This is an optimization exercise on Yosys and OpenROAD, whose aim is small area, a short achievable clock period and few clock cycles per item, not a production implementation.
For this run, only the layout was checked, not whether the RTL still works.
Power figures rest on the tool's default switching activity, not on a simulated workload.

==> flow/design.v <==
package vector_floating_point_divide_unit_iterative_pkg;
  localparam logic [2:0] ZERO   = 3'd0;
  localparam logic [2:0] NORMAL = 3'd1;
  localparam logic [2:0] INF    = 3'd2;
  localparam logic [2:0] QNAN   = 3'd3;
  localparam logic [2:0] SNAN   = 3'd4;
  localparam int FF_NV = 4;
  localparam int FF_DZ = 3;
  localparam int FF_OF = 2;
  localparam int FF_UF = 1;
  localparam int FF_NX = 0;
  localparam logic [1:0] IDLE   = 2'd0;
  localparam logic [1:0] DIVIDE = 2'd1;
  localparam logic [1:0] ROUND  = 2'd2;
  localparam logic [1:0] DONE   = 2'd3;
  localparam logic [31:0] FP32_CANONICAL_NAN  = 32'h7FC00000;
  localparam int          FP32_BIAS           = 127;
  localparam int          FP32_DIV_ITERATIONS = 26;
  function automatic logic [2:0] fp32_classify(input logic [31:0] x);
    logic [2:0] c;
    if (x[30:23] == 8'h00)      c = ZERO;
    else if (x[30:23] == 8'hFF) c = (x[22:0] == 23'd0) ? INF :
                                    (x[22] ? QNAN : SNAN);
    else                        c = NORMAL;
    fp32_classify = c;
  endfunction
endpackage
module fp32_divide_lane (
  input  logic        clock,
  input  logic        load,
  input  logic        step,
  input  logic        fin1,
  input  logic        round,
  input  logic [31:0] op_x,
  input  logic [31:0] op_y,
  input  logic        reverse,
  output logic [31:0] result,
  output logic [4:0]  flags
);
  localparam int NV = vector_floating_point_divide_unit_iterative_pkg::FF_NV;
  localparam int DZ = vector_floating_point_divide_unit_iterative_pkg::FF_DZ;
  localparam int OF = vector_floating_point_divide_unit_iterative_pkg::FF_OF;
  localparam int UF = vector_floating_point_divide_unit_iterative_pkg::FF_UF;
  localparam int NX = vector_floating_point_divide_unit_iterative_pkg::FF_NX;
  logic [26:0] s_q, c_q;   
  logic [22:0] d_q;        
  logic [25:0] q_q;        
  logic [22:0] rf_q;       
  logic        neg_q, nz_q;  
  logic [9:0]  e_q;        
  logic        h_q;        
  logic        s_sign_q;
  logic        sp_nan_q, sp_inf_q, sp_zero_q, sp_nv_q, sp_dz_q;
  logic        rs_q;
  logic [7:0]  re_q;
  logic [30:0] op_a, op_b;
  assign op_a = reverse ? op_y[30:0] : op_x[30:0];
  assign op_b = reverse ? op_x[30:0] : op_y[30:0];
  logic x_ff, y_ff, x_fz, y_fz, x_ez, y_ez;
  assign x_ff = &op_x[30:23];
  assign y_ff = &op_y[30:23];
  assign x_fz = ~|op_x[22:0];
  assign y_fz = ~|op_y[22:0];
  assign x_ez = ~|op_x[30:23];
  assign y_ez = ~|op_y[30:23];
  logic a_zero, a_inf, a_nan, a_snan, b_zero, b_inf, b_nan, b_snan;
  logic a_ff, b_ff, a_fz, b_fz, a_q, b_q;
  assign a_ff   = reverse ? y_ff : x_ff;
  assign b_ff   = reverse ? x_ff : y_ff;
  assign a_fz   = reverse ? y_fz : x_fz;
  assign b_fz   = reverse ? x_fz : y_fz;
  assign a_zero = reverse ? y_ez : x_ez;
  assign b_zero = reverse ? x_ez : y_ez;
  assign a_q    = reverse ? op_y[22] : op_x[22];
  assign b_q    = reverse ? op_x[22] : op_y[22];
  assign a_inf  = a_ff & a_fz;
  assign b_inf  = b_ff & b_fz;
  assign a_nan  = a_ff & ~a_fz;
  assign b_nan  = b_ff & ~b_fz;
  assign a_snan = a_nan & ~a_q;
  assign b_snan = b_nan & ~b_q;
  logic p_nan, p_inf, p_zero, p_nv, p_dz, p_invalid;
  assign p_invalid = (a_zero & b_zero) | (a_inf & b_inf);
  assign p_nan  = a_nan | b_nan | p_invalid;
  assign p_nv   = a_snan | b_snan | p_invalid;
  assign p_inf  = ~p_nan & (a_inf | b_zero);
  assign p_dz   = ~p_nan & ~a_inf & b_zero;
  assign p_zero = ~p_nan & ~a_inf & ~b_zero & (a_zero | b_inf);
  logic [9:0] e_xy, e_yx, e_in;
  assign e_xy = {2'b00, op_x[30:23]} - {2'b00, op_y[30:23]} + 10'd126;
  assign e_yx = {2'b00, op_y[30:23]} - {2'b00, op_x[30:23]} + 10'd126;
  assign e_in = reverse ? e_yx : e_xy;
  logic h_xy, h_yx, h_in;
  assign h_xy = (op_x[22:20] <= op_y[22:20]);
  assign h_yx = (op_y[22:20] <= op_x[22:20]);
  assign h_in = reverse ? h_yx : h_xy;
  function automatic logic [3:0] sel_digit(input logic [2:0] dh, input logic [6:0] e);
    logic [3:0] r;
    case ({dh, e})
      10'd3: r = 4'b0100;
      10'd4: r = 4'b0100;
      10'd5: r = 4'b0100;
      10'd6: r = 4'b0100;
      10'd7: r = 4'b0100;
      10'd8: r = 4'b0100;
      10'd9: r = 4'b0100;
      10'd10: r = 4'b0100;
      10'd11: r = 4'b0100;
      10'd12: r = 4'b1000;
      10'd13: r = 4'b1000;
      10'd14: r = 4'b1000;
      10'd15: r = 4'b1000;
      10'd16: r = 4'b1000;
      10'd17: r = 4'b1000;
      10'd18: r = 4'b1000;
      10'd19: r = 4'b1000;
      10'd20: r = 4'b1000;
      10'd21: r = 4'b1000;
      10'd22: r = 4'b1000;
      10'd23: r = 4'b1000;
      10'd24: r = 4'b1000;
      10'd25: r = 4'b1000;
      10'd26: r = 4'b1000;
      10'd27: r = 4'b1000;
      10'd28: r = 4'b1000;
      10'd29: r = 4'b1000;
      10'd30: r = 4'b1000;
      10'd31: r = 4'b1000;
      10'd32: r = 4'b1000;
      10'd33: r = 4'b1000;
      10'd34: r = 4'b1000;
      10'd35: r = 4'b1000;
      10'd36: r = 4'b1000;
      10'd37: r = 4'b1000;
      10'd38: r = 4'b1000;
      10'd39: r = 4'b1000;
      10'd40: r = 4'b1000;
      10'd41: r = 4'b1000;
      10'd42: r = 4'b1000;
      10'd43: r = 4'b1000;
      10'd44: r = 4'b1000;
      10'd45: r = 4'b1000;
      10'd46: r = 4'b1000;
      10'd47: r = 4'b1000;
      10'd48: r = 4'b1000;
      10'd49: r = 4'b1000;
      10'd50: r = 4'b1000;
      10'd51: r = 4'b1000;
      10'd52: r = 4'b1000;
      10'd53: r = 4'b1000;
      10'd54: r = 4'b1000;
      10'd55: r = 4'b1000;
      10'd56: r = 4'b1000;
      10'd57: r = 4'b1000;
      10'd58: r = 4'b1000;
      10'd59: r = 4'b1000;
      10'd60: r = 4'b1000;
      10'd61: r = 4'b1000;
      10'd62: r = 4'b1000;
      10'd63: r = 4'b1000;
      10'd64: r = 4'b0001;
      10'd65: r = 4'b0001;
      10'd66: r = 4'b0001;
      10'd67: r = 4'b0001;
      10'd68: r = 4'b0001;
      10'd69: r = 4'b0001;
      10'd70: r = 4'b0001;
      10'd71: r = 4'b0001;
      10'd72: r = 4'b0001;
      10'd73: r = 4'b0001;
      10'd74: r = 4'b0001;
      10'd75: r = 4'b0001;
      10'd76: r = 4'b0001;
      10'd77: r = 4'b0001;
      10'd78: r = 4'b0001;
      10'd79: r = 4'b0001;
      10'd80: r = 4'b0001;
      10'd81: r = 4'b0001;
      10'd82: r = 4'b0001;
      10'd83: r = 4'b0001;
      10'd84: r = 4'b0001;
      10'd85: r = 4'b0001;
      10'd86: r = 4'b0001;
      10'd87: r = 4'b0001;
      10'd88: r = 4'b0001;
      10'd89: r = 4'b0001;
      10'd90: r = 4'b0001;
      10'd91: r = 4'b0001;
      10'd92: r = 4'b0001;
      10'd93: r = 4'b0001;
      10'd94: r = 4'b0001;
      10'd95: r = 4'b0001;
      10'd96: r = 4'b0001;
      10'd97: r = 4'b0001;
      10'd98: r = 4'b0001;
      10'd99: r = 4'b0001;
      10'd100: r = 4'b0001;
      10'd101: r = 4'b0001;
      10'd102: r = 4'b0001;
      10'd103: r = 4'b0001;
      10'd104: r = 4'b0001;
      10'd105: r = 4'b0001;
      10'd106: r = 4'b0001;
      10'd107: r = 4'b0001;
      10'd108: r = 4'b0001;
      10'd109: r = 4'b0001;
      10'd110: r = 4'b0001;
      10'd111: r = 4'b0001;
      10'd112: r = 4'b0001;
      10'd113: r = 4'b0001;
      10'd114: r = 4'b0001;
      10'd115: r = 4'b0010;
      10'd116: r = 4'b0010;
      10'd117: r = 4'b0010;
      10'd118: r = 4'b0010;
      10'd119: r = 4'b0010;
      10'd120: r = 4'b0010;
      10'd121: r = 4'b0010;
      10'd122: r = 4'b0010;
      10'd132: r = 4'b0100;
      10'd133: r = 4'b0100;
      10'd134: r = 4'b0100;
      10'd135: r = 4'b0100;
      10'd136: r = 4'b0100;
      10'd137: r = 4'b0100;
      10'd138: r = 4'b0100;
      10'd139: r = 4'b0100;
      10'd140: r = 4'b0100;
      10'd141: r = 4'b0100;
      10'd142: r = 4'b1000;
      10'd143: r = 4'b1000;
      10'd144: r = 4'b1000;
      10'd145: r = 4'b1000;
      10'd146: r = 4'b1000;
      10'd147: r = 4'b1000;
      10'd148: r = 4'b1000;
      10'd149: r = 4'b1000;
      10'd150: r = 4'b1000;
      10'd151: r = 4'b1000;
      10'd152: r = 4'b1000;
      10'd153: r = 4'b1000;
      10'd154: r = 4'b1000;
      10'd155: r = 4'b1000;
      10'd156: r = 4'b1000;
      10'd157: r = 4'b1000;
      10'd158: r = 4'b1000;
      10'd159: r = 4'b1000;
      10'd160: r = 4'b1000;
      10'd161: r = 4'b1000;
      10'd162: r = 4'b1000;
      10'd163: r = 4'b1000;
      10'd164: r = 4'b1000;
      10'd165: r = 4'b1000;
      10'd166: r = 4'b1000;
      10'd167: r = 4'b1000;
      10'd168: r = 4'b1000;
      10'd169: r = 4'b1000;
      10'd170: r = 4'b1000;
      10'd171: r = 4'b1000;
      10'd172: r = 4'b1000;
      10'd173: r = 4'b1000;
      10'd174: r = 4'b1000;
      10'd175: r = 4'b1000;
      10'd176: r = 4'b1000;
      10'd177: r = 4'b1000;
      10'd178: r = 4'b1000;
      10'd179: r = 4'b1000;
      10'd180: r = 4'b1000;
      10'd181: r = 4'b1000;
      10'd182: r = 4'b1000;
      10'd183: r = 4'b1000;
      10'd184: r = 4'b1000;
      10'd185: r = 4'b1000;
      10'd186: r = 4'b1000;
      10'd187: r = 4'b1000;
      10'd188: r = 4'b1000;
      10'd189: r = 4'b1000;
      10'd190: r = 4'b1000;
      10'd191: r = 4'b1000;
      10'd192: r = 4'b0001;
      10'd193: r = 4'b0001;
      10'd194: r = 4'b0001;
      10'd195: r = 4'b0001;
      10'd196: r = 4'b0001;
      10'd197: r = 4'b0001;
      10'd198: r = 4'b0001;
      10'd199: r = 4'b0001;
      10'd200: r = 4'b0001;
      10'd201: r = 4'b0001;
      10'd202: r = 4'b0001;
      10'd203: r = 4'b0001;
      10'd204: r = 4'b0001;
      10'd205: r = 4'b0001;
      10'd206: r = 4'b0001;
      10'd207: r = 4'b0001;
      10'd208: r = 4'b0001;
      10'd209: r = 4'b0001;
      10'd210: r = 4'b0001;
      10'd211: r = 4'b0001;
      10'd212: r = 4'b0001;
      10'd213: r = 4'b0001;
      10'd214: r = 4'b0001;
      10'd215: r = 4'b0001;
      10'd216: r = 4'b0001;
      10'd217: r = 4'b0001;
      10'd218: r = 4'b0001;
      10'd219: r = 4'b0001;
      10'd220: r = 4'b0001;
      10'd221: r = 4'b0001;
      10'd222: r = 4'b0001;
      10'd223: r = 4'b0001;
      10'd224: r = 4'b0001;
      10'd225: r = 4'b0001;
      10'd226: r = 4'b0001;
      10'd227: r = 4'b0001;
      10'd228: r = 4'b0001;
      10'd229: r = 4'b0001;
      10'd230: r = 4'b0001;
      10'd231: r = 4'b0001;
      10'd232: r = 4'b0001;
      10'd233: r = 4'b0001;
      10'd234: r = 4'b0001;
      10'd235: r = 4'b0001;
      10'd236: r = 4'b0001;
      10'd237: r = 4'b0001;
      10'd238: r = 4'b0001;
      10'd239: r = 4'b0001;
      10'd240: r = 4'b0001;
      10'd241: r = 4'b0010;
      10'd242: r = 4'b0010;
      10'd243: r = 4'b0010;
      10'd244: r = 4'b0010;
      10'd245: r = 4'b0010;
      10'd246: r = 4'b0010;
      10'd247: r = 4'b0010;
      10'd248: r = 4'b0010;
      10'd249: r = 4'b0010;
      10'd260: r = 4'b0100;
      10'd261: r = 4'b0100;
      10'd262: r = 4'b0100;
      10'd263: r = 4'b0100;
      10'd264: r = 4'b0100;
      10'd265: r = 4'b0100;
      10'd266: r = 4'b0100;
      10'd267: r = 4'b0100;
      10'd268: r = 4'b0100;
      10'd269: r = 4'b0100;
      10'd270: r = 4'b0100;
      10'd271: r = 4'b1000;
      10'd272: r = 4'b1000;
      10'd273: r = 4'b1000;
      10'd274: r = 4'b1000;
      10'd275: r = 4'b1000;
      10'd276: r = 4'b1000;
      10'd277: r = 4'b1000;
      10'd278: r = 4'b1000;
      10'd279: r = 4'b1000;
      10'd280: r = 4'b1000;
      10'd281: r = 4'b1000;
      10'd282: r = 4'b1000;
      10'd283: r = 4'b1000;
      10'd284: r = 4'b1000;
      10'd285: r = 4'b1000;
      10'd286: r = 4'b1000;
      10'd287: r = 4'b1000;
      10'd288: r = 4'b1000;
      10'd289: r = 4'b1000;
      10'd290: r = 4'b1000;
      10'd291: r = 4'b1000;
      10'd292: r = 4'b1000;
      10'd293: r = 4'b1000;
      10'd294: r = 4'b1000;
      10'd295: r = 4'b1000;
      10'd296: r = 4'b1000;
      10'd297: r = 4'b1000;
      10'd298: r = 4'b1000;
      10'd299: r = 4'b1000;
      10'd300: r = 4'b1000;
      10'd301: r = 4'b1000;
      10'd302: r = 4'b1000;
      10'd303: r = 4'b1000;
      10'd304: r = 4'b1000;
      10'd305: r = 4'b1000;
      10'd306: r = 4'b1000;
      10'd307: r = 4'b1000;
      10'd308: r = 4'b1000;
      10'd309: r = 4'b1000;
      10'd310: r = 4'b1000;
      10'd311: r = 4'b1000;
      10'd312: r = 4'b1000;
      10'd313: r = 4'b1000;
      10'd314: r = 4'b1000;
      10'd315: r = 4'b1000;
      10'd316: r = 4'b1000;
      10'd317: r = 4'b1000;
      10'd318: r = 4'b1000;
      10'd319: r = 4'b1000;
      10'd320: r = 4'b0001;
      10'd321: r = 4'b0001;
      10'd322: r = 4'b0001;
      10'd323: r = 4'b0001;
      10'd324: r = 4'b0001;
      10'd325: r = 4'b0001;
      10'd326: r = 4'b0001;
      10'd327: r = 4'b0001;
      10'd328: r = 4'b0001;
      10'd329: r = 4'b0001;
      10'd330: r = 4'b0001;
      10'd331: r = 4'b0001;
      10'd332: r = 4'b0001;
      10'd333: r = 4'b0001;
      10'd334: r = 4'b0001;
      10'd335: r = 4'b0001;
      10'd336: r = 4'b0001;
      10'd337: r = 4'b0001;
      10'd338: r = 4'b0001;
      10'd339: r = 4'b0001;
      10'd340: r = 4'b0001;
      10'd341: r = 4'b0001;
      10'd342: r = 4'b0001;
      10'd343: r = 4'b0001;
      10'd344: r = 4'b0001;
      10'd345: r = 4'b0001;
      10'd346: r = 4'b0001;
      10'd347: r = 4'b0001;
      10'd348: r = 4'b0001;
      10'd349: r = 4'b0001;
      10'd350: r = 4'b0001;
      10'd351: r = 4'b0001;
      10'd352: r = 4'b0001;
      10'd353: r = 4'b0001;
      10'd354: r = 4'b0001;
      10'd355: r = 4'b0001;
      10'd356: r = 4'b0001;
      10'd357: r = 4'b0001;
      10'd358: r = 4'b0001;
      10'd359: r = 4'b0001;
      10'd360: r = 4'b0001;
      10'd361: r = 4'b0001;
      10'd362: r = 4'b0001;
      10'd363: r = 4'b0001;
      10'd364: r = 4'b0001;
      10'd365: r = 4'b0001;
      10'd366: r = 4'b0001;
      10'd367: r = 4'b0001;
      10'd368: r = 4'b0010;
      10'd369: r = 4'b0010;
      10'd370: r = 4'b0010;
      10'd371: r = 4'b0010;
      10'd372: r = 4'b0010;
      10'd373: r = 4'b0010;
      10'd374: r = 4'b0010;
      10'd375: r = 4'b0010;
      10'd376: r = 4'b0010;
      10'd377: r = 4'b0010;
      10'd388: r = 4'b0100;
      10'd389: r = 4'b0100;
      10'd390: r = 4'b0100;
      10'd391: r = 4'b0100;
      10'd392: r = 4'b0100;
      10'd393: r = 4'b0100;
      10'd394: r = 4'b0100;
      10'd395: r = 4'b0100;
      10'd396: r = 4'b0100;
      10'd397: r = 4'b0100;
      10'd398: r = 4'b0100;
      10'd399: r = 4'b0100;
      10'd400: r = 4'b1000;
      10'd401: r = 4'b1000;
      10'd402: r = 4'b1000;
      10'd403: r = 4'b1000;
      10'd404: r = 4'b1000;
      10'd405: r = 4'b1000;
      10'd406: r = 4'b1000;
      10'd407: r = 4'b1000;
      10'd408: r = 4'b1000;
      10'd409: r = 4'b1000;
      10'd410: r = 4'b1000;
      10'd411: r = 4'b1000;
      10'd412: r = 4'b1000;
      10'd413: r = 4'b1000;
      10'd414: r = 4'b1000;
      10'd415: r = 4'b1000;
      10'd416: r = 4'b1000;
      10'd417: r = 4'b1000;
      10'd418: r = 4'b1000;
      10'd419: r = 4'b1000;
      10'd420: r = 4'b1000;
      10'd421: r = 4'b1000;
      10'd422: r = 4'b1000;
      10'd423: r = 4'b1000;
      10'd424: r = 4'b1000;
      10'd425: r = 4'b1000;
      10'd426: r = 4'b1000;
      10'd427: r = 4'b1000;
      10'd428: r = 4'b1000;
      10'd429: r = 4'b1000;
      10'd430: r = 4'b1000;
      10'd431: r = 4'b1000;
      10'd432: r = 4'b1000;
      10'd433: r = 4'b1000;
      10'd434: r = 4'b1000;
      10'd435: r = 4'b1000;
      10'd436: r = 4'b1000;
      10'd437: r = 4'b1000;
      10'd438: r = 4'b1000;
      10'd439: r = 4'b1000;
      10'd440: r = 4'b1000;
      10'd441: r = 4'b1000;
      10'd442: r = 4'b1000;
      10'd443: r = 4'b1000;
      10'd444: r = 4'b1000;
      10'd445: r = 4'b1000;
      10'd446: r = 4'b1000;
      10'd447: r = 4'b1000;
      10'd448: r = 4'b0001;
      10'd449: r = 4'b0001;
      10'd450: r = 4'b0001;
      10'd451: r = 4'b0001;
      10'd452: r = 4'b0001;
      10'd453: r = 4'b0001;
      10'd454: r = 4'b0001;
      10'd455: r = 4'b0001;
      10'd456: r = 4'b0001;
      10'd457: r = 4'b0001;
      10'd458: r = 4'b0001;
      10'd459: r = 4'b0001;
      10'd460: r = 4'b0001;
      10'd461: r = 4'b0001;
      10'd462: r = 4'b0001;
      10'd463: r = 4'b0001;
      10'd464: r = 4'b0001;
      10'd465: r = 4'b0001;
      10'd466: r = 4'b0001;
      10'd467: r = 4'b0001;
      10'd468: r = 4'b0001;
      10'd469: r = 4'b0001;
      10'd470: r = 4'b0001;
      10'd471: r = 4'b0001;
      10'd472: r = 4'b0001;
      10'd473: r = 4'b0001;
      10'd474: r = 4'b0001;
      10'd475: r = 4'b0001;
      10'd476: r = 4'b0001;
      10'd477: r = 4'b0001;
      10'd478: r = 4'b0001;
      10'd479: r = 4'b0001;
      10'd480: r = 4'b0001;
      10'd481: r = 4'b0001;
      10'd482: r = 4'b0001;
      10'd483: r = 4'b0001;
      10'd484: r = 4'b0001;
      10'd485: r = 4'b0001;
      10'd486: r = 4'b0001;
      10'd487: r = 4'b0001;
      10'd488: r = 4'b0001;
      10'd489: r = 4'b0001;
      10'd490: r = 4'b0001;
      10'd491: r = 4'b0001;
      10'd492: r = 4'b0001;
      10'd493: r = 4'b0001;
      10'd494: r = 4'b0010;
      10'd495: r = 4'b0010;
      10'd496: r = 4'b0010;
      10'd497: r = 4'b0010;
      10'd498: r = 4'b0010;
      10'd499: r = 4'b0010;
      10'd500: r = 4'b0010;
      10'd501: r = 4'b0010;
      10'd502: r = 4'b0010;
      10'd503: r = 4'b0010;
      10'd504: r = 4'b0010;
      10'd517: r = 4'b0100;
      10'd518: r = 4'b0100;
      10'd519: r = 4'b0100;
      10'd520: r = 4'b0100;
      10'd521: r = 4'b0100;
      10'd522: r = 4'b0100;
      10'd523: r = 4'b0100;
      10'd524: r = 4'b0100;
      10'd525: r = 4'b0100;
      10'd526: r = 4'b0100;
      10'd527: r = 4'b0100;
      10'd528: r = 4'b0100;
      10'd529: r = 4'b0100;
      10'd530: r = 4'b1000;
      10'd531: r = 4'b1000;
      10'd532: r = 4'b1000;
      10'd533: r = 4'b1000;
      10'd534: r = 4'b1000;
      10'd535: r = 4'b1000;
      10'd536: r = 4'b1000;
      10'd537: r = 4'b1000;
      10'd538: r = 4'b1000;
      10'd539: r = 4'b1000;
      10'd540: r = 4'b1000;
      10'd541: r = 4'b1000;
      10'd542: r = 4'b1000;
      10'd543: r = 4'b1000;
      10'd544: r = 4'b1000;
      10'd545: r = 4'b1000;
      10'd546: r = 4'b1000;
      10'd547: r = 4'b1000;
      10'd548: r = 4'b1000;
      10'd549: r = 4'b1000;
      10'd550: r = 4'b1000;
      10'd551: r = 4'b1000;
      10'd552: r = 4'b1000;
      10'd553: r = 4'b1000;
      10'd554: r = 4'b1000;
      10'd555: r = 4'b1000;
      10'd556: r = 4'b1000;
      10'd557: r = 4'b1000;
      10'd558: r = 4'b1000;
      10'd559: r = 4'b1000;
      10'd560: r = 4'b1000;
      10'd561: r = 4'b1000;
      10'd562: r = 4'b1000;
      10'd563: r = 4'b1000;
      10'd564: r = 4'b1000;
      10'd565: r = 4'b1000;
      10'd566: r = 4'b1000;
      10'd567: r = 4'b1000;
      10'd568: r = 4'b1000;
      10'd569: r = 4'b1000;
      10'd570: r = 4'b1000;
      10'd571: r = 4'b1000;
      10'd572: r = 4'b1000;
      10'd573: r = 4'b1000;
      10'd574: r = 4'b1000;
      10'd575: r = 4'b1000;
      10'd576: r = 4'b0001;
      10'd577: r = 4'b0001;
      10'd578: r = 4'b0001;
      10'd579: r = 4'b0001;
      10'd580: r = 4'b0001;
      10'd581: r = 4'b0001;
      10'd582: r = 4'b0001;
      10'd583: r = 4'b0001;
      10'd584: r = 4'b0001;
      10'd585: r = 4'b0001;
      10'd586: r = 4'b0001;
      10'd587: r = 4'b0001;
      10'd588: r = 4'b0001;
      10'd589: r = 4'b0001;
      10'd590: r = 4'b0001;
      10'd591: r = 4'b0001;
      10'd592: r = 4'b0001;
      10'd593: r = 4'b0001;
      10'd594: r = 4'b0001;
      10'd595: r = 4'b0001;
      10'd596: r = 4'b0001;
      10'd597: r = 4'b0001;
      10'd598: r = 4'b0001;
      10'd599: r = 4'b0001;
      10'd600: r = 4'b0001;
      10'd601: r = 4'b0001;
      10'd602: r = 4'b0001;
      10'd603: r = 4'b0001;
      10'd604: r = 4'b0001;
      10'd605: r = 4'b0001;
      10'd606: r = 4'b0001;
      10'd607: r = 4'b0001;
      10'd608: r = 4'b0001;
      10'd609: r = 4'b0001;
      10'd610: r = 4'b0001;
      10'd611: r = 4'b0001;
      10'd612: r = 4'b0001;
      10'd613: r = 4'b0001;
      10'd614: r = 4'b0001;
      10'd615: r = 4'b0001;
      10'd616: r = 4'b0001;
      10'd617: r = 4'b0001;
      10'd618: r = 4'b0001;
      10'd619: r = 4'b0001;
      10'd620: r = 4'b0010;
      10'd621: r = 4'b0010;
      10'd622: r = 4'b0010;
      10'd623: r = 4'b0010;
      10'd624: r = 4'b0010;
      10'd625: r = 4'b0010;
      10'd626: r = 4'b0010;
      10'd627: r = 4'b0010;
      10'd628: r = 4'b0010;
      10'd629: r = 4'b0010;
      10'd630: r = 4'b0010;
      10'd631: r = 4'b0010;
      10'd645: r = 4'b0100;
      10'd646: r = 4'b0100;
      10'd647: r = 4'b0100;
      10'd648: r = 4'b0100;
      10'd649: r = 4'b0100;
      10'd650: r = 4'b0100;
      10'd651: r = 4'b0100;
      10'd652: r = 4'b0100;
      10'd653: r = 4'b0100;
      10'd654: r = 4'b0100;
      10'd655: r = 4'b0100;
      10'd656: r = 4'b0100;
      10'd657: r = 4'b0100;
      10'd658: r = 4'b0100;
      10'd659: r = 4'b1000;
      10'd660: r = 4'b1000;
      10'd661: r = 4'b1000;
      10'd662: r = 4'b1000;
      10'd663: r = 4'b1000;
      10'd664: r = 4'b1000;
      10'd665: r = 4'b1000;
      10'd666: r = 4'b1000;
      10'd667: r = 4'b1000;
      10'd668: r = 4'b1000;
      10'd669: r = 4'b1000;
      10'd670: r = 4'b1000;
      10'd671: r = 4'b1000;
      10'd672: r = 4'b1000;
      10'd673: r = 4'b1000;
      10'd674: r = 4'b1000;
      10'd675: r = 4'b1000;
      10'd676: r = 4'b1000;
      10'd677: r = 4'b1000;
      10'd678: r = 4'b1000;
      10'd679: r = 4'b1000;
      10'd680: r = 4'b1000;
      10'd681: r = 4'b1000;
      10'd682: r = 4'b1000;
      10'd683: r = 4'b1000;
      10'd684: r = 4'b1000;
      10'd685: r = 4'b1000;
      10'd686: r = 4'b1000;
      10'd687: r = 4'b1000;
      10'd688: r = 4'b1000;
      10'd689: r = 4'b1000;
      10'd690: r = 4'b1000;
      10'd691: r = 4'b1000;
      10'd692: r = 4'b1000;
      10'd693: r = 4'b1000;
      10'd694: r = 4'b1000;
      10'd695: r = 4'b1000;
      10'd696: r = 4'b1000;
      10'd697: r = 4'b1000;
      10'd698: r = 4'b1000;
      10'd699: r = 4'b1000;
      10'd700: r = 4'b1000;
      10'd701: r = 4'b1000;
      10'd702: r = 4'b1000;
      10'd703: r = 4'b1000;
      10'd704: r = 4'b0001;
      10'd705: r = 4'b0001;
      10'd706: r = 4'b0001;
      10'd707: r = 4'b0001;
      10'd708: r = 4'b0001;
      10'd709: r = 4'b0001;
      10'd710: r = 4'b0001;
      10'd711: r = 4'b0001;
      10'd712: r = 4'b0001;
      10'd713: r = 4'b0001;
      10'd714: r = 4'b0001;
      10'd715: r = 4'b0001;
      10'd716: r = 4'b0001;
      10'd717: r = 4'b0001;
      10'd718: r = 4'b0001;
      10'd719: r = 4'b0001;
      10'd720: r = 4'b0001;
      10'd721: r = 4'b0001;
      10'd722: r = 4'b0001;
      10'd723: r = 4'b0001;
      10'd724: r = 4'b0001;
      10'd725: r = 4'b0001;
      10'd726: r = 4'b0001;
      10'd727: r = 4'b0001;
      10'd728: r = 4'b0001;
      10'd729: r = 4'b0001;
      10'd730: r = 4'b0001;
      10'd731: r = 4'b0001;
      10'd732: r = 4'b0001;
      10'd733: r = 4'b0001;
      10'd734: r = 4'b0001;
      10'd735: r = 4'b0001;
      10'd736: r = 4'b0001;
      10'd737: r = 4'b0001;
      10'd738: r = 4'b0001;
      10'd739: r = 4'b0001;
      10'd740: r = 4'b0001;
      10'd741: r = 4'b0001;
      10'd742: r = 4'b0001;
      10'd743: r = 4'b0001;
      10'd744: r = 4'b0001;
      10'd745: r = 4'b0001;
      10'd746: r = 4'b0001;
      10'd747: r = 4'b0010;
      10'd748: r = 4'b0010;
      10'd749: r = 4'b0010;
      10'd750: r = 4'b0010;
      10'd751: r = 4'b0010;
      10'd752: r = 4'b0010;
      10'd753: r = 4'b0010;
      10'd754: r = 4'b0010;
      10'd755: r = 4'b0010;
      10'd756: r = 4'b0010;
      10'd757: r = 4'b0010;
      10'd758: r = 4'b0010;
      10'd759: r = 4'b0010;
      10'd773: r = 4'b0100;
      10'd774: r = 4'b0100;
      10'd775: r = 4'b0100;
      10'd776: r = 4'b0100;
      10'd777: r = 4'b0100;
      10'd778: r = 4'b0100;
      10'd779: r = 4'b0100;
      10'd780: r = 4'b0100;
      10'd781: r = 4'b0100;
      10'd782: r = 4'b0100;
      10'd783: r = 4'b0100;
      10'd784: r = 4'b0100;
      10'd785: r = 4'b0100;
      10'd786: r = 4'b0100;
      10'd787: r = 4'b0100;
      10'd788: r = 4'b1000;
      10'd789: r = 4'b1000;
      10'd790: r = 4'b1000;
      10'd791: r = 4'b1000;
      10'd792: r = 4'b1000;
      10'd793: r = 4'b1000;
      10'd794: r = 4'b1000;
      10'd795: r = 4'b1000;
      10'd796: r = 4'b1000;
      10'd797: r = 4'b1000;
      10'd798: r = 4'b1000;
      10'd799: r = 4'b1000;
      10'd800: r = 4'b1000;
      10'd801: r = 4'b1000;
      10'd802: r = 4'b1000;
      10'd803: r = 4'b1000;
      10'd804: r = 4'b1000;
      10'd805: r = 4'b1000;
      10'd806: r = 4'b1000;
      10'd807: r = 4'b1000;
      10'd808: r = 4'b1000;
      10'd809: r = 4'b1000;
      10'd810: r = 4'b1000;
      10'd811: r = 4'b1000;
      10'd812: r = 4'b1000;
      10'd813: r = 4'b1000;
      10'd814: r = 4'b1000;
      10'd815: r = 4'b1000;
      10'd816: r = 4'b1000;
      10'd817: r = 4'b1000;
      10'd818: r = 4'b1000;
      10'd819: r = 4'b1000;
      10'd820: r = 4'b1000;
      10'd821: r = 4'b1000;
      10'd822: r = 4'b1000;
      10'd823: r = 4'b1000;
      10'd824: r = 4'b1000;
      10'd825: r = 4'b1000;
      10'd826: r = 4'b1000;
      10'd827: r = 4'b1000;
      10'd828: r = 4'b1000;
      10'd829: r = 4'b1000;
      10'd830: r = 4'b1000;
      10'd831: r = 4'b1000;
      10'd832: r = 4'b0001;
      10'd833: r = 4'b0001;
      10'd834: r = 4'b0001;
      10'd835: r = 4'b0001;
      10'd836: r = 4'b0001;
      10'd837: r = 4'b0001;
      10'd838: r = 4'b0001;
      10'd839: r = 4'b0001;
      10'd840: r = 4'b0001;
      10'd841: r = 4'b0001;
      10'd842: r = 4'b0001;
      10'd843: r = 4'b0001;
      10'd844: r = 4'b0001;
      10'd845: r = 4'b0001;
      10'd846: r = 4'b0001;
      10'd847: r = 4'b0001;
      10'd848: r = 4'b0001;
      10'd849: r = 4'b0001;
      10'd850: r = 4'b0001;
      10'd851: r = 4'b0001;
      10'd852: r = 4'b0001;
      10'd853: r = 4'b0001;
      10'd854: r = 4'b0001;
      10'd855: r = 4'b0001;
      10'd856: r = 4'b0001;
      10'd857: r = 4'b0001;
      10'd858: r = 4'b0001;
      10'd859: r = 4'b0001;
      10'd860: r = 4'b0001;
      10'd861: r = 4'b0001;
      10'd862: r = 4'b0001;
      10'd863: r = 4'b0001;
      10'd864: r = 4'b0001;
      10'd865: r = 4'b0001;
      10'd866: r = 4'b0001;
      10'd867: r = 4'b0001;
      10'd868: r = 4'b0001;
      10'd869: r = 4'b0001;
      10'd870: r = 4'b0001;
      10'd871: r = 4'b0001;
      10'd872: r = 4'b0001;
      10'd873: r = 4'b0010;
      10'd874: r = 4'b0010;
      10'd875: r = 4'b0010;
      10'd876: r = 4'b0010;
      10'd877: r = 4'b0010;
      10'd878: r = 4'b0010;
      10'd879: r = 4'b0010;
      10'd880: r = 4'b0010;
      10'd881: r = 4'b0010;
      10'd882: r = 4'b0010;
      10'd883: r = 4'b0010;
      10'd884: r = 4'b0010;
      10'd885: r = 4'b0010;
      10'd886: r = 4'b0010;
      10'd902: r = 4'b0100;
      10'd903: r = 4'b0100;
      10'd904: r = 4'b0100;
      10'd905: r = 4'b0100;
      10'd906: r = 4'b0100;
      10'd907: r = 4'b0100;
      10'd908: r = 4'b0100;
      10'd909: r = 4'b0100;
      10'd910: r = 4'b0100;
      10'd911: r = 4'b0100;
      10'd912: r = 4'b0100;
      10'd913: r = 4'b0100;
      10'd914: r = 4'b0100;
      10'd915: r = 4'b0100;
      10'd916: r = 4'b0100;
      10'd917: r = 4'b0100;
      10'd918: r = 4'b1000;
      10'd919: r = 4'b1000;
      10'd920: r = 4'b1000;
      10'd921: r = 4'b1000;
      10'd922: r = 4'b1000;
      10'd923: r = 4'b1000;
      10'd924: r = 4'b1000;
      10'd925: r = 4'b1000;
      10'd926: r = 4'b1000;
      10'd927: r = 4'b1000;
      10'd928: r = 4'b1000;
      10'd929: r = 4'b1000;
      10'd930: r = 4'b1000;
      10'd931: r = 4'b1000;
      10'd932: r = 4'b1000;
      10'd933: r = 4'b1000;
      10'd934: r = 4'b1000;
      10'd935: r = 4'b1000;
      10'd936: r = 4'b1000;
      10'd937: r = 4'b1000;
      10'd938: r = 4'b1000;
      10'd939: r = 4'b1000;
      10'd940: r = 4'b1000;
      10'd941: r = 4'b1000;
      10'd942: r = 4'b1000;
      10'd943: r = 4'b1000;
      10'd944: r = 4'b1000;
      10'd945: r = 4'b1000;
      10'd946: r = 4'b1000;
      10'd947: r = 4'b1000;
      10'd948: r = 4'b1000;
      10'd949: r = 4'b1000;
      10'd950: r = 4'b1000;
      10'd951: r = 4'b1000;
      10'd952: r = 4'b1000;
      10'd953: r = 4'b1000;
      10'd954: r = 4'b1000;
      10'd955: r = 4'b1000;
      10'd956: r = 4'b1000;
      10'd957: r = 4'b1000;
      10'd958: r = 4'b1000;
      10'd959: r = 4'b1000;
      10'd960: r = 4'b0001;
      10'd961: r = 4'b0001;
      10'd962: r = 4'b0001;
      10'd963: r = 4'b0001;
      10'd964: r = 4'b0001;
      10'd965: r = 4'b0001;
      10'd966: r = 4'b0001;
      10'd967: r = 4'b0001;
      10'd968: r = 4'b0001;
      10'd969: r = 4'b0001;
      10'd970: r = 4'b0001;
      10'd971: r = 4'b0001;
      10'd972: r = 4'b0001;
      10'd973: r = 4'b0001;
      10'd974: r = 4'b0001;
      10'd975: r = 4'b0001;
      10'd976: r = 4'b0001;
      10'd977: r = 4'b0001;
      10'd978: r = 4'b0001;
      10'd979: r = 4'b0001;
      10'd980: r = 4'b0001;
      10'd981: r = 4'b0001;
      10'd982: r = 4'b0001;
      10'd983: r = 4'b0001;
      10'd984: r = 4'b0001;
      10'd985: r = 4'b0001;
      10'd986: r = 4'b0001;
      10'd987: r = 4'b0001;
      10'd988: r = 4'b0001;
      10'd989: r = 4'b0001;
      10'd990: r = 4'b0001;
      10'd991: r = 4'b0001;
      10'd992: r = 4'b0001;
      10'd993: r = 4'b0001;
      10'd994: r = 4'b0001;
      10'd995: r = 4'b0001;
      10'd996: r = 4'b0001;
      10'd997: r = 4'b0001;
      10'd998: r = 4'b0001;
      10'd999: r = 4'b0010;
      10'd1000: r = 4'b0010;
      10'd1001: r = 4'b0010;
      10'd1002: r = 4'b0010;
      10'd1003: r = 4'b0010;
      10'd1004: r = 4'b0010;
      10'd1005: r = 4'b0010;
      10'd1006: r = 4'b0010;
      10'd1007: r = 4'b0010;
      10'd1008: r = 4'b0010;
      10'd1009: r = 4'b0010;
      10'd1010: r = 4'b0010;
      10'd1011: r = 4'b0010;
      10'd1012: r = 4'b0010;
      10'd1013: r = 4'b0010;
      default: r = 4'b0000;
    endcase
    sel_digit = r;
  endfunction
  logic [3:0] dg_q;        
  logic qpos, qneg, qone, qtwo;
  assign qpos = dg_q[3] | dg_q[2];
  assign qneg = dg_q[1] | dg_q[0];
  assign qone = dg_q[2] | dg_q[1];
  assign qtwo = dg_q[3] | dg_q[0];
  logic [26:0] mag, addend;
  assign mag    = ({27{qone}} & {3'b000, 1'b1, d_q}) | ({27{qtwo}} & {2'b00, 1'b1, d_q, 1'b0});
  assign addend = qpos ? ~mag : mag;
  logic [26:0] sum, cy;
  assign sum = s_q ^ c_q ^ addend;
  assign cy  = (s_q & c_q) | (s_q & addend) | (c_q & addend);
  logic [26:0] mag_t, addend_t;
  logic [24:17] sum_t, cy_t;
  assign mag_t    = mag;
  assign addend_t = addend;
  assign sum_t    = s_q[24:17] ^ c_q[24:17] ^ addend_t[24:17];
  assign cy_t     = (s_q[24:17] & c_q[24:17]) | (s_q[24:17] & addend_t[24:17]) | (c_q[24:17] & addend_t[24:17]);
  logic [6:0] est_n, est_xy, est_yx;
  logic [3:0] dg_n, dg_ld, dg_xy, dg_yx;
  assign est_n  = sum_t[24:18] + cy_t[23:17];
  assign dg_n   = sel_digit(d_q[22:20], est_n);
  assign est_xy = h_xy ? {2'b00, 1'b1, op_x[22:19]} : {3'b000, 1'b1, op_x[22:20]};
  assign est_yx = h_yx ? {2'b00, 1'b1, op_y[22:19]} : {3'b000, 1'b1, op_y[22:20]};
  assign dg_xy  = sel_digit(op_y[22:20], est_xy);
  assign dg_yx  = sel_digit(op_x[22:20], est_yx);
  assign dg_ld  = reverse ? dg_yx : dg_xy;
  logic [25:0] q_dec;
  logic [1:0]  dig;
  assign q_dec = q_q - 26'd1;
  assign dig   = {qtwo | (qone & qneg), qone};
  logic        neg, nz, neg_c, nz_c;
  logic [26:0] wsum;
  assign wsum  = s_q + c_q;
  assign neg_c = wsum[26];
  assign nz_c  = ((s_q ^ c_q) != {(s_q[25:0] | c_q[25:0]), 1'b0});
  assign neg   = fin1 ? neg_c : neg_q;
  assign nz    = fin1 ? nz_c  : nz_q;
  logic        lead1, norm, r, xb, lsb, up, inexact;
  logic [22:0] frac, fr, fr_inc;
  logic [23:0] inc_a, inc_b;
  logic        c_inc, c;
  logic [9:0]  e0, e_inc, e_fin;
  logic        ovf, unf, ovf0, unf0, ovf1, unf1;
  logic [31:0] rnd_res;
  logic [4:0]  rnd_flags;
  always_comb begin
    lead1   = q_q[25];
    norm    = ~h_q | lead1;
    frac    = lead1 ? q_q[24:2] : q_q[23:1];
    r       = lead1 ? q_q[1]    : q_q[0];
    xb      = lead1 & q_q[0];
    lsb     = frac[0];
    up      = r & (xb | (~neg & (lsb | nz)));
    inexact = r | xb | nz;
    inc_a   = {1'b0, q_q[24:2]} + 24'd1;
    inc_b   = {1'b0, q_q[23:1]} + 24'd1;
    {c_inc, fr_inc} = lead1 ? inc_a : inc_b;
    fr      = up ? fr_inc : frac;
    c       = up & c_inc;
    e0      = e_q + {9'd0, norm};
    e_inc   = e0 + 10'd1;
    ovf0    = ($signed(e0) >= 10'sd255);
    unf0    = ($signed(e0) <= 10'sd0);
    ovf1    = ($signed(e_inc) >= 10'sd255);
    unf1    = ($signed(e_inc) <= 10'sd0);
    e_fin   = c ? e_inc : e0;
    ovf     = c ? ovf1 : ovf0;
    unf     = c ? unf1 : unf0;
    rnd_flags = '0;
    if (sp_nan_q) begin
      rnd_res       = 32'h7FC00000;
      rnd_flags[NV] = sp_nv_q;
    end else if (sp_inf_q) begin
      rnd_res       = {s_sign_q, 8'hFF, 23'd0};
      rnd_flags[DZ] = sp_dz_q;
    end else if (sp_zero_q) begin
      rnd_res       = {s_sign_q, 31'd0};
    end else if (ovf) begin
      rnd_res       = {s_sign_q, 8'hFF, 23'd0};
      rnd_flags[OF] = 1'b1;
      rnd_flags[NX] = 1'b1;
    end else if (unf) begin
      rnd_res       = {s_sign_q, 31'd0};
      rnd_flags[UF] = 1'b1;
      rnd_flags[NX] = 1'b1;
    end else begin
      rnd_res       = {s_sign_q, e_fin[7:0], fr};
      rnd_flags[NX] = inexact;
    end
  end
  assign flags = rnd_flags;
  always_ff @(posedge clock) begin
    if (load) begin
      s_q   <= h_in ? {2'b00, 1'b1, op_a[22:0], 1'b0} : {3'b000, 1'b1, op_a[22:0]};
      c_q   <= '0;
      dg_q  <= dg_ld;
    end else begin
      s_q   <= {sum[24:0], 2'b00};
      c_q   <= {cy[23:0], qpos, 2'b00};
      dg_q  <= dg_n;
    end
  end
  always_ff @(posedge clock) begin
    if (load) begin
      d_q       <= op_b[22:0];
      e_q       <= e_in;
      h_q       <= h_in;
      s_sign_q  <= op_x[31] ^ op_y[31];
      sp_nan_q  <= p_nan;
      sp_inf_q  <= p_inf;
      sp_zero_q <= p_zero;
      sp_nv_q   <= p_nv;
      sp_dz_q   <= p_dz;
    end
    if (step) q_q <= qneg ? {q_dec[23:0], dig} : {q_q[23:0], dig};
    if (fin1) begin
      neg_q <= neg_c;
      nz_q  <= nz_c;
    end
    if (round) begin
      rf_q <= rnd_res[22:0];
      re_q <= rnd_res[30:23];
      rs_q <= rnd_res[31];
    end
  end
  assign result = {rs_q, re_q, rf_q};
endmodule
module vector_floating_point_divide_unit_iterative #(
  parameter int VLEN = 128,
  parameter int SEW  = 32
) (
  input  logic            clock,
  input  logic            reset,
  input  logic            flush,
  input  logic            in_valid,
  output logic            in_ready,
  input  logic            reverse,
  input  logic [VLEN-1:0] vs2,
  input  logic [VLEN-1:0] vs1,
  output logic            out_valid,
  input  logic            out_ready,
  output logic [VLEN-1:0] vd,
  output logic [4:0]      fflags
);
  localparam int NUM_LANES = VLEN / SEW;
  localparam int STEPS     = 13;
  if (SEW != 32) begin : g_sew_chk
    $error("vector divider supports SEW=32 only");
  end
  if (VLEN % 32 != 0) begin : g_vlen_chk
    $error("VLEN must be a multiple of 32");
  end
  logic       idle_q;
  logic       it_q;
  logic       fin_q;
  logic       fin1_q;     
  logic [3:0] cnt_q;
  logic       ov_q;
  logic       ready, accept, last, round_now, it_d, fin_d;
  assign ready     = idle_q | (fin_q & ~ov_q);
  assign in_ready  = ready;
  assign out_valid = ov_q;
  assign accept    = ready & in_valid & ~flush;
  assign last      = (cnt_q == 4'(STEPS - 1));
  assign round_now = fin_q & (~ov_q | out_ready);
  assign it_d      = accept | (it_q & ~last);
  assign fin_d     = (it_q & last) | (fin_q & ~round_now);
  always_ff @(posedge clock or posedge reset) begin
    if (reset) begin
      idle_q <= 1'b0;
      it_q   <= 1'b0;
      fin_q  <= 1'b0;
      fin1_q <= 1'b0;
      cnt_q  <= '0;
      ov_q   <= 1'b0;
    end else if (flush) begin
      idle_q <= 1'b1;
      it_q   <= 1'b0;
      fin_q  <= 1'b0;
      fin1_q <= 1'b0;
      cnt_q  <= '0;
      ov_q   <= 1'b0;
    end else begin
      it_q   <= it_d;
      fin_q  <= fin_d;
      fin1_q <= it_q & last;
      idle_q <= ~it_d & ~fin_d;
      if (it_q) cnt_q <= last ? 4'd0 : cnt_q + 4'd1;
      if (round_now)      ov_q <= 1'b1;
      else if (out_ready) ov_q <= 1'b0;
    end
  end
  logic [NUM_LANES-1:0][31:0] lane_res;
  logic [NUM_LANES-1:0][4:0]  lane_flags;
  logic [4:0]                 flags_or;
  for (genvar i = 0; i < NUM_LANES; i++) begin : g_lane
    assign vd[32*i +: 32] = lane_res[i];
    fp32_divide_lane u_lane (
      .clock    (clock),
      .load     (ready),
      .step     (it_q),
      .fin1     (fin1_q),
      .round    (round_now),
      .op_x     (vs2[32*i +: 32]),
      .op_y     (vs1[32*i +: 32]),
      .reverse  (reverse),
      .result   (lane_res[i]),
      .flags    (lane_flags[i])
    );
  end
  always_comb begin
    flags_or = '0;
    for (int i = 0; i < NUM_LANES; i++) flags_or = flags_or | lane_flags[i];
  end
  always_ff @(posedge clock) begin
    if (round_now) fflags <= flags_or;
  end
endmodule
==> flow/flow/run.sh <==
#!/bin/bash
set -o pipefail
cp standard.sh standard_sh.txt
export BUFFER_PORTS_ARGS="-buffer_cell sky130_fd_sc_hd__buf_1"
bash standard.sh > standard.log 2>&1
==> flow/standard.sh <==
#!/bin/bash
# synth_recipe.tcl (not shown) runs the flow's synth.tcl, then flattens the netlist and writes it again
# the make line also repeats each setting of config.mk as NAME=value (left out here)
make -C /OpenROAD-flow-scripts/flow DESIGN_CONFIG=/design/flow/config.mk WORK_HOME=/design/flow/orfs CLKGATE_MAP_FILE= SYNTH_SCRIPT=/design/flow/synth_recipe.tcl "${@:-finish}"
==> flow/config.mk <==
export PLATFORM = sky130hd
export DESIGN_NAME = vector_floating_point_divide_unit_iterative
export DESIGN_NICKNAME = vector_floating_point_divide_unit_iterative
export VERILOG_FILES = /design/flow/design.v
export SDC_FILE = /design/flow/constraint.sdc
export NUM_CORES = 4
export LEC_CHECK = 0
export CAP_MARGIN = 20
export CORE_MARGIN = 2
export CORE_UTILIZATION = 50
export SETUP_SLACK_MARGIN = 2.0
export SLEW_MARGIN = 20
export TNS_END_PERCENT = 0
==> flow/constraint.sdc <==
create_clock -name core_clock -period 5.5 [get_ports {clock}]
set_input_delay 1.1000 -clock core_clock [delete_from_list [all_inputs] [get_ports {clock}]]
set_output_delay 1.1000 -clock core_clock [all_outputs]
set_load 0.01 [all_outputs]
==> results.txt <==
- Number of max-cap violations: 0
- Yosys warnings: 2
- CP Buf/Inv Count: 1
- Number of synthesized flops with an enable pin: 397
- Fin Setup TNS: 0 ns
- Critical path capture point type: flop
- Tmin final: 3.76 ns
- Cell Pwr Density: 578 nW/µm²
- Final #Nets: 6194
- Part of the power in registers: 0.213
- Initial Utilization: 0.505
- DR WL/cell: slightly below 20 µm
- Top Layer Used: met5
- Skew final: 0.0187 ns
- Post-synth top area share: 0.248
- Post-synthesis cell count: 5119
- Multi-input logic area: between 30000 and 40000 µm²
- Crit Path Class: flop to flop
- CTS tree: done
- RSZ-0062 raised after global routing: true
- # setup viols final: 0
- DP HPWL: approximately 99000 µm
- Synth cell types: 104
- Arrival @ worst endpoint: 4.33 ns
- Post-synthesis cell area: 48100 µm²
- Die Height: 314 µm
- Antenna violations before repair: 10
- CTS Buffer Depth: 3
- Std cell rows: 113
- Die area: around 99000 µm²
- Commonest non-fill, non-tap cell in the layout: nand2_1
- Peak supply drop: 617 µV
- Comb power frac: 0.618
- Global-route usage over all layers: 0.268
- Global-route wire length before repair: 209000 µm
- Ys flop type: edfxtp_1
- Total chip power: 0.0323 W
- Outcome: timing/DRC/antenna clean
- Met2 WL: 59300 µm
- Largest net degree at the start of global routing: 158
- Top Ports: 397
- Core Region: 95200 µm²
- Syn nets: 5819
- Die Wd: 314 µm
- Initial DRC count: between 2000 and 3000
- Register area: roughly 17000 µm²
- Worst endpoint required time: 6.07 ns
- Worst path top cell family by delay: compound AO/OA/AOI/OAI gates
- Clk Latency, worst-skew pair: 0.65 ns
- DR pass1 iterations: 5
- Slowest CP cell: or4_4
- Max Clk Rate: 266 MHz
- Via-to-Cell Ratio: 5.73
- RePlAce Congestion: 0.924
- Pre-CTS setup slack: ~0.49 ns
- Final Hold Vio Count: 0
- Clk root buf: clkbuf_16
- Vias after detailed routing: 39100
- Vias in the first global route: 37100
- Post-Syn Area per Cell: between 9 and 10 µm²
- Critical path cell sequence: or2_4 > buf_6 > a22oi_2 > xor2_2 > fa_1 > ha_1 > a21o_1 > a21oi_4 > o21bai_4 > a21oi_2 > xnor2_2 > or4_4 > a31oi_4 > o21ai_1 > a21oi_1
- CTS HTree Levels: 3
- Area Growth Syn to Fin: 16.2%
- Met1 Wirelength: 62500 µm
- DRC violations left: 0
- Internal: approximately 0.018 W
- # fillers: between 8000 and 9000
- Share of post-route cells with drive strength above 1: 0.140
- Async set-or-reset flop fraction in the synthesized netlist: 0.0141
- FF+latch count, synth: 638
- Part of the power in the clock network: 0.169
- Total gr overflow: 0
- Critical Path Max Stage Delay: around 0.52 ns
- Most frequent cells in the layout: nand2_1, inv_1, edfxtp_1
- P_sw: 0.0140 W
- Net Sw Frac: 0.433
- Max transition margin: 0.289
- # port buffers: between 300 and 400
- Startpoint types: flop
- CTS buffer count: 78
- Pins Over Slew Limit: 0
- Tightest Pin Transition: 1.06 ns
- P_leak: 21.6 nW
- Seq/Total Area, Yosys: 0.349
- DRT antenna net count: 0
- Dominant cells by area after synthesis: edfxtp_1, dfxtp_1, ha_1
- Yosys top cell by area: edfxtp_1
- HP Class: input port to async pin
- Final critical-path share of the clock period: 0.683
- Crit-path max FO: 6
- Met3 wire len: 10500 µm
- Clock-pin slew on the worst setup and hold paths: 0.06 ns
- Final hold slack: 0.475 ns
- Final WS setup: roughly 1.7 ns
- Final WL: 135000 µm
- Sink Count: approximately 640
-- power by group through the flow --
stage                     clock [W]  combinational (W)  sequential, W
after floorplan                   0             0.0121        0.00651
after global placement            0             0.0152        0.00687
after detailed placement          0             0.0153        0.00689
after CTS                   0.00557             0.0171        0.00684
after global routing        0.00575             0.0220        0.00697
final                       0.00546             0.0200        0.00686
-- Yosys cell counts (all sizes together) (16+ instances only) --
library cell / count
o21a: 18
mux4: 72
nand4: 83
mux2i: 85
or2: 23
inv: 409
or3: 34
nand2b: 36
nor2: 401
nand3: 125
nor2b: 55
buf: 53
and2: 60
fa: 100
xor2: 208
nand2: 431
a211oi: 70
a21o: 46
a21oi: 237
edfxtp: 397
o21ai: 251
o211ai: 19
nor3: 125
o22ai: 17
dfxtp: 232
a21boi: 16
mux2: 101
a22oi: 96
a31oi: 29
nor4: 108
and3: 48
clkbuf: 230
ha: 338
xnor2: 344
-- logic make-up after synthesis --
logic type / Yosys count / synth area share
simple gates: 1608 / 0.164
buf+inv: 692 / 0.0559
xor+xnor: 552 / 0.101
flops: 638 / 0.349
fa+ha+maj: 439 / 0.130
compound gates: 932 / 0.125
mux: 258 / 0.0751
-- layout make-up --
| cell class | instances | area share |
|---|---|---|
| Tap cell | 1265 | 0.0283 |
| Inverter | 409 | 0.0279 |
| Clock buffer | 100 | 0.0390 |
| Clock inverter | 45 | 0.00919 |
| Timing Repair Buffer | 570 | 0.0548 |
| Multi-Input combinational cell | 3797 | 0.539 |
| Sequential cell | 638 | 0.301 |
| Antenna cell | 3 | 0.000134 |
-- state kept, by name (all words and copies together) (netlist names), 5 cells and up --
signal	flops
g_lane.u_lane.s_q	108
g_lane.u_lane.c_q	100
g_lane.u_lane.e_q	40
g_lane.u_lane.re_q	32
fflags	5
g_lane.u_lane.q_q	104
g_lane.u_lane.d_q	92
g_lane.u_lane.rf_q	92
g_lane.u_lane.dg_q	16
-- metrics by stage --
stage | cells | cell area, µm² | util
after floorplan | 5119 | 48100 | -
after CTS | 6755 | 54600 | 0.573
after global placement | 6543 | 50500 | 0.530
after detailed placement | 6544 | 50500 | 0.531
final | 6827 | 55800 | 0.587
after global routing | 6825 | 55800 | 0.587
-- layer usage --
metal  global-route usage  vias to the layer above
li1                     -                    18900
met1                0.392                    18900
met2                0.404                     1155
met3               0.0552                      165
met4               0.0696                        6
met5                    0                        -
-- path summary, 6_finish.rpt --
path | startpoint | endpoint | slack (ns) | cells past startpoint
setup / recovery | g_lane[3].u_lane.dg_q[0] | g_lane[3].u_lane.dg_q[2] | 1.74 | 15
hold / removal | reset | ov_q | 0.48 | 2
setup reg to reg | g_lane[3].u_lane.dg_q[0] | g_lane[3].u_lane.dg_q[2] | 1.74 | 15
hold reg to reg | g_lane[1].u_lane.neg_q | g_lane[1].u_lane.neg_q | 0.48 | 2
max in group asynchronous | reset | it_q | 4.73 | 2
min in group core_clock | g_lane[1].u_lane.neg_q | g_lane[1].u_lane.neg_q | 0.48 | 2
-- what timing repair did --
item	4_1_cts	5_1_grt
gates resized for setup	185	164
pin swaps	50	85
hold buffers	0	0
setup buffers	55	67
setup endpoints to repair	160	189
cloned	11	2

-- static timing again, ports no longer ideal --
No port has a modelled driver above. Below, the same layout with a new extraction and two added sets of constraints.
Step 1 assumes that a clkbuf_16 drives the clock port and a buf_2 every other input.
Step 2 moves the port delays by t, midway between the first and last clock arrival at a register: inputs arrive t later, outputs are due t later. That takes back most of the time a late clock gives input paths.
Three values: ideal ports, drivers, drivers and shift; two values: the first two.
shift t [ns]: 0.716
slack for setup (ns): 1.741 / 1.741 / 1.196
worst data-port slew with drivers (ns): 0.27
After both steps setup and hold are still met in this run. The setup slack of this run moves by 0.000 ns with the drivers and by -0.545 ns with both steps.
